Background: an optimization exercise with open tools, aiming at small area. Do not read the settings as production practice.
Only simulation tests tie the RTL to the original design; equivalence was not proved.
Power is estimated from default activity; no workload was simulated.

$ cat config.mk
export PLATFORM = sky130hd
export DESIGN_NAME = rbcpRegTop
export DESIGN_NICKNAME = rbcpRegTop
export VERILOG_FILES = /design/flow/design.v
export SDC_FILE = /design/flow/constraint.sdc
export NUM_CORES = 4
export LEC_CHECK = 0
export CAP_MARGIN = 20
export CORE_MARGIN = 2
export CORE_UTILIZATION = 40
export SLEW_MARGIN = 20
$ cat constraint.sdc
create_clock -name core_clock -period 5.0 [get_ports {CLK}]
set_input_delay 1.0000 -clock core_clock [delete_from_list [all_inputs] [get_ports {CLK}]]
set_output_delay 1.0000 -clock core_clock [all_outputs]
set_load 0.01 [all_outputs]
$ cat design.v
`timescale 1ns/100ps
`default_nettype none
package rbcpRegPkg;
  localparam int rbcpAddrWidth = 32;                     
  localparam int dataWidth     = 8;                      
  localparam int bankCount     = 8;
  localparam int bankDepth     = 16;                     
  localparam int regCount      = bankCount * bankDepth;  
  localparam int idxWidth      = $clog2(bankDepth);      
  localparam int bankWidth     = $clog2(bankCount);
  localparam int regAddrWidth  = bankWidth + idxWidth;   
  typedef logic [rbcpAddrWidth-1:0]       rbcpAddrT;
  typedef logic [dataWidth-1:0]           byteT;
  typedef logic [bankCount-1:0]           bankSelT;    
  typedef logic [idxWidth-1:0]            regIdxT;
  typedef logic [bankCount*dataWidth-1:0] bankRdT;     
  localparam int idRegCount = 5;                       
  localparam logic [(idRegCount-1)*dataWidth-1:0] synDate = 32'h0A1B_2C3D;
  localparam byteT fpgaVer = 8'h01;                     
  localparam logic [regAddrWidth-1:0] dipSwAddr = 7'h05;  
  localparam logic [regAddrWidth-1:0] ledAddr   = 7'h06;  
endpackage
`default_nettype wire
`timescale 1ns/100ps
`default_nettype none
module rbcpDecode (
  input  wire logic                 RST,
  input  wire rbcpRegPkg::rbcpAddrT rbcpAddr_i,
  input  wire logic                 rbcpWe_i,
  input  wire logic                 rbcpRe_i,
  output logic [rbcpRegPkg::bankCount-1:0] bankRd_o,   
  output logic [rbcpRegPkg::bankCount-1:0] bankWr_o,   
  output logic [rbcpRegPkg::bankDepth-1:0] idxRd_o,    
  output logic [rbcpRegPkg::bankDepth-1:0] idxWr_o,    
  output logic                      accV_o,     
  output logic                      readV_o     
);
  logic inRange;
  assign inRange = (rbcpAddr_i[rbcpRegPkg::rbcpAddrWidth-1:rbcpRegPkg::regAddrWidth] == '0);
  assign accV_o  = inRange && !RST && (rbcpWe_i || rbcpRe_i);
  assign readV_o = inRange && !RST && rbcpRe_i;
  always_comb begin
    for (int b = 0; b < rbcpRegPkg::bankCount; b++) begin
      bankRd_o[b] = (rbcpAddr_i[rbcpRegPkg::regAddrWidth-1:rbcpRegPkg::idxWidth] == rbcpRegPkg::bankWidth'(b));
      bankWr_o[b] = RST || (rbcpWe_i && inRange && bankRd_o[b]);
    end
    for (int i = 0; i < rbcpRegPkg::bankDepth; i++) begin
      idxRd_o[i] = (rbcpAddr_i[rbcpRegPkg::idxWidth-1:0] == rbcpRegPkg::idxWidth'(i));
      idxWr_o[i] = RST || idxRd_o[i];
    end
  end
endmodule
`default_nettype wire
`timescale 1ns/100ps
`default_nettype none
module regBank (
  input  wire logic                CLK,
  input  wire logic                RST,
  input  wire logic [rbcpRegPkg::bankCount-1:0] bankRd_i,
  input  wire logic [rbcpRegPkg::bankCount-1:0] bankWr_i,
  input  wire logic [rbcpRegPkg::bankDepth-1:0] idxRd_i,
  input  wire logic [rbcpRegPkg::bankDepth-1:0] idxWr_i,
  input  wire rbcpRegPkg::byteT    wd_i,
  input  wire rbcpRegPkg::byteT    dipSw_i,
  output rbcpRegPkg::byteT         rdData_o,    
  output rbcpRegPkg::byteT         led_o
);
  localparam int first = int'(rbcpRegPkg::ledAddr);
  rbcpRegPkg::byteT regs [rbcpRegPkg::regCount];
  rbcpRegPkg::byteT wdata;
  rbcpRegPkg::byteT ledQ;
  assign wdata = wd_i & {rbcpRegPkg::dataWidth{!RST}};
  for (genvar j = first; j < rbcpRegPkg::regCount; j++) begin : g_reg
    always_ff @(posedge CLK) begin
      if (bankWr_i[j / rbcpRegPkg::bankDepth] && idxWr_i[j % rbcpRegPkg::bankDepth]) begin
        regs[j] <= wdata;
      end
    end
  end
  for (genvar j = 0; j < rbcpRegPkg::idRegCount - 1; j++) begin : g_date
    assign regs[j] = rbcpRegPkg::synDate[(rbcpRegPkg::idRegCount-2-j)*rbcpRegPkg::dataWidth +: rbcpRegPkg::dataWidth];
  end
  assign regs[rbcpRegPkg::idRegCount-1] = rbcpRegPkg::fpgaVer;
  assign regs[rbcpRegPkg::dipSwAddr]    = dipSw_i;
  always_comb begin
    rdData_o = '0;
    for (int j = 0; j < rbcpRegPkg::regCount; j++) begin
      rdData_o |= regs[j] & {rbcpRegPkg::dataWidth{bankRd_i[j / rbcpRegPkg::bankDepth] && idxRd_i[j % rbcpRegPkg::bankDepth]}};
    end
  end
  always_ff @(posedge CLK) begin
    ledQ <= regs[first] & {rbcpRegPkg::dataWidth{!RST}};
  end
  assign led_o = ledQ;
endmodule
`default_nettype wire
`timescale 1ns/100ps
`default_nettype none
module rbcpResponse (
  input  wire logic                CLK,
  input  wire logic                RST,
  input  wire logic                accV_i,
  input  wire logic                readV_i,
  input  wire rbcpRegPkg::byteT    rdData_i,
  output rbcpRegPkg::byteT         rbcpRd_o,
  output logic                     rbcpAck_o
);
  rbcpRegPkg::byteT rd1, rd2, rd3;
  logic [2:0] ackP;
  logic [2:0] rdP;
  always_ff @(posedge CLK) begin
    rd1 <= rdData_i;
    rd2 <= rd1;
    rd3 <= rd2;
  end
  always_ff @(posedge CLK) begin
    if (RST) begin
      ackP <= '0;
      rdP  <= '0;
    end else begin
      ackP <= {ackP[1:0], accV_i};
      rdP  <= {rdP[1:0], readV_i};
    end
  end
  assign rbcpAck_o = ackP[2];
  assign rbcpRd_o  = rd3 & {rbcpRegPkg::dataWidth{rdP[2]}};
endmodule
`default_nettype wire
`timescale 1ns/100ps
`default_nettype none
module rbcpRegTop (
  input  wire logic                 CLK,
  input  wire logic                 RST,
  input  wire rbcpRegPkg::rbcpAddrT rbcpAddr_i,
  input  wire logic                 rbcpWe_i,
  input  wire rbcpRegPkg::byteT     rbcpWd_i,
  input  wire logic                 rbcpRe_i,
  output wire rbcpRegPkg::byteT     rbcpRd_o,
  output wire logic                 rbcpAck_o,
  input  wire rbcpRegPkg::byteT     dipSw_i,
  output wire rbcpRegPkg::byteT     led_o
);
  wire logic [rbcpRegPkg::bankCount-1:0] bankRd, bankWr;
  wire logic [rbcpRegPkg::bankDepth-1:0] idxRd, idxWr;
  wire logic             accV, readV;
  wire rbcpRegPkg::byteT rdData;
  rbcpDecode decode_i (
    .RST        (RST),
    .rbcpAddr_i (rbcpAddr_i),
    .rbcpWe_i   (rbcpWe_i),
    .rbcpRe_i   (rbcpRe_i),
    .bankRd_o   (bankRd),
    .bankWr_o   (bankWr),
    .idxRd_o    (idxRd),
    .idxWr_o    (idxWr),
    .accV_o     (accV),
    .readV_o    (readV)
  );
  regBank bank_i (
    .CLK      (CLK),
    .RST      (RST),
    .bankRd_i (bankRd),
    .bankWr_i (bankWr),
    .idxRd_i  (idxRd),
    .idxWr_i  (idxWr),
    .wd_i     (rbcpWd_i),
    .dipSw_i  (dipSw_i),
    .rdData_o (rdData),
    .led_o    (led_o)
  );
  rbcpResponse response_i (
    .CLK       (CLK),
    .RST       (RST),
    .accV_i    (accV),
    .readV_i   (readV),
    .rdData_i  (rdData),
    .rbcpRd_o  (rbcpRd_o),
    .rbcpAck_o (rbcpAck_o)
  );
endmodule
`default_nettype wire
$ cat run.sh
#!/bin/bash
# synth_recipe.tcl (not shown) runs the flow's synth.tcl, then flattens the netlist and writes it again
# the make line also repeats each setting of config.mk as NAME=value (left out here)
make -C /OpenROAD-flow-scripts/flow DESIGN_CONFIG=/design/flow/config.mk WORK_HOME=/design/flow/orfs CLKGATE_MAP_FILE= SYNTH_SCRIPT=/design/flow/synth_recipe.tcl finish
==> summary.txt <==
-- through the flow --
step	hold slack, ps	setup TNS [ps]
2_1_floorplan	310	-381920
3_3_place_gp	313	0
3_5_place_dp	312	0
4_1_cts	325	0
5_1_grt	325	0
6_report	326	0
-- power by group through the flow --
stage / clock [W] / sequential [W] / combinational (W)
after CTS: 0.00884 / 0.0103 / 0.00171
final: 0.00884 / 0.0103 / 0.00179
after global placement: 0 / 0.0105 / 0.00170
after floorplan: 0 / 0.0104 / 0.000551
after global routing: 0.00914 / 0.0104 / 0.00176
after detailed placement: 0 / 0.0105 / 0.00171
-- cells by family (layout without fill, tap and decap cells) --
kind of cell / count (synthesis) / in the layout / share of synthesized area, %
other: 0 / 10 / 0
flip-flops: 1014 / 1014 / 78.1
AO/OA/AOI/OAI: 493 / 493 / 9.58
AND/OR/NAND/NOR: 694 / 694 / 9.58
buffers and inverters: 186 / 671 / 2.04
multiplexers: 25 / 25 / 0.705
-- cell type report --
cell class	count	area [um2]	share of cell area, %
diodes	10	25.0	0.0523
clock buffers	136	2960	6.19
clock inverters	70	933	1.95
inverters	4	15.0	0.0314
multi-input cells	1212	7920	16.6
flip-flops and latches	1014	30100	62.9
well taps	1265	1580	3.31
repair buffers	461	4320	9.03
-- worst paths after layout --
kind	end	slack, ps	depth (start not counted)
hold reg to reg	response_i.rd3[6]	330	0
setup reg to reg	response_i.rd1[5]	2110	9
setup / recovery	response_i.rd1[3]	910	8
hold / removal	response_i.rd3[6]	330	0
-- cell usage in the layout (no fill, tap or decap), types with 26 or more instances in the layout --
master           Yosys  layout
edfxtp_1           976     976
buf_4                4     336
nand3_1            268     268
a22oi_1            183     183
nor2_1             165     154
clkbuf_16            0     110
o22ai_1             74      74
nand4_1             70      70
clkdlybuf4s50_1      0      61
buf_12               0      56
a22o_1              47      47
dfxtp_1             38      38
a21oi_1             35      34
a222oi_1            33      33
a221oi_1            28      27
nor4_1              27      26
-- sequential cells by signal, summed over array words and instances (netlist names) --
name / count
response_i.rdP: 3
response_i.rd3: 8
bank_i.regs: 976
response_i.ackP: 3
response_i.rd2: 8
bank_i.ledQ: 8
response_i.rd1: 8
-- metal layers --
layer / GRT usage (%) / part of all wire [%]
met4: 26.9 / 7.4
met2: 61.7 / 42
met1: 59.3 / 38
met5: 0 / 0.045
met3: 13.7 / 13
-- synthesized netlist by cell type, drive strengths merged, types with 23 or more instances --
library cell  instances  area share [%]
a22oi               183             3.6
buf                  75            0.96
a21oi                35            0.45
nand2                24            0.23
nor2b                31            0.50
nand4                70             1.1
dfxtp                38             2.0
a22o                 47             1.1
or4                  23            0.45
a221oi               28            0.64
clkbuf              107             1.0
o22ai                74             1.2
a222oi               33            0.86
edfxtp              976              76
nand3               268             3.5
nor4                 28            0.47
nor2                165             1.6
-- critical path, stage by stage --
cell and delay [ps]:
buf_2 530, and4b_2 600, buf_4 340, a22o_1 270, a221oi_1 460, o22ai_1 390
nor4_1 720, nand4_1 280
==> flow_summary.ini <==
[status]
status = timing/DRC/antenna clean

[timing]
final_max_slew_viol_count = 0
fin_crit_sh_pct = 81.9
rsz0062_at_grt = no
hold_viol = 0
finClkSkew_ps = 22.6
slew_headroom_pct = 14.3
finalWorstSetupSlack_ps = 905
setup_viol = 0
fmax_ghz = 0.244
min_period_ps = 4090
worstMarginPinSlew_ps = 1280

[global_routing]
antenna_found_initial = 21
overflow = 0
gr-usage-all-layers_pct = 43.9
grt_max_degree = 123
grt_pass1_wl_mm = 278
grt_pass1_vias = 26900

[placement]
place_inst = 3956
place_ws_ps = 376
io_buffers = 68
post_dp_cell_area_mm2 = 0.0439
hpwlAfterDp_mm = 150
gp_congestion = 1.05

[pwr]
power.switching_w = 0.00526
combPwrFrac_pct = 8.6
power_density_mw_per_mm2 = 439
p_leak_nw = 15.4
p_clk_share_pct = 42.2
power_frac_seq_pct = 49.3
p_int_w = 0.0157
ir_worst_vdd_mv = 0.294
p_sw_share_pct = 25.1
power.total_w = 0.0210

[worst_setup_path]
crit_type = in2reg
path_max_fanout = 23
cp.required_ps = 5540
crit_start = rbcpAddr_i[3]
r2r-start = bank_i.regs[108][5]
crit_arrival_ps = 4630
critical_path.endpoint_type = register
start_kind = input pin

[cts]
path_clk_slew_ps = 60
post_cts_buffers = 0
clock_latency_ps = 730
numCtsBuffers = 109
htree_num_levels = 3
ctsResizeCount = 0
holdBufCountCts = 0
cts_tree = built
cts.sinks = 1014
root_buffer = clkbuf_16
cts_buffer_depth = 3

[final_layout]
area_growth_pct = 24.2
fin_util_pct = 50.3
final_cells = 4172
drive_above_1_share_pct = 22.3
fill_cells = 8018
nets = 2854
final_area_mm2 = 0.0478

[hold_path]
hold_path.class = reg2reg
hp-start = response_i.rd2[6]

[yosys]
synth-seq-cells = 1014
ys_seq_area_share_pct = 78.1
syn_nets = 2464
synth_area_mm2 = 0.0385
yosysWarnings = 10
synth-main-ff-cell = edfxtp_1
synth_cell_types = 58
synthCells = 2412
asyncSetResetFlopFracSynth_pct = 0
synth-edff-count = 976
post_synth.cell_area_avg_um2 = 16.0

[die]
start_util_pct = 40.5
die-area_mm2 = 0.0988
fp.dieH_um = 314
fp.dieW_um = 314
rows = 113
core_mm2 = 0.0952
io_pins = 69

[routing]
dr.pass1.iters = 8
wl_per_cell_um = 52.2
dr.first_iter.drc_count = 6005
vias = 29100
drc = 0
ant_nets = 0
vias_per_cell = 6.98
wl_mm = 218

[flow_run]
maxCapViolCount = 0

==> port drivers added, routing unchanged <==
No port has a modelled driver above. Below, the same layout with a new extraction and two added sets of constraints. Step 1, drivers: a clkbuf_16 drives CLK and a buf_2 each remaining input, both assumed. Step 2 moves the port delays by t, midway between the first and last clock arrival at a register: inputs arrive t later, outputs are due t later. That takes back most of the time a late clock gives input paths. Slacks: ideal / step 1 / step 2; pairs: ideal / step 1.
t, ns: 0.789
setup WS [ns]: 0.905 / 0.951 / 0.162
clock arrival spread, ns: 0.030 / 0.030
slew at the worst register clock pin (ns): 0.07 / 0.07
After both steps setup and hold are still met in this run. For this run, drivers alone change the setup slack by +0.046 ns; drivers and shift together by -0.743 ns.
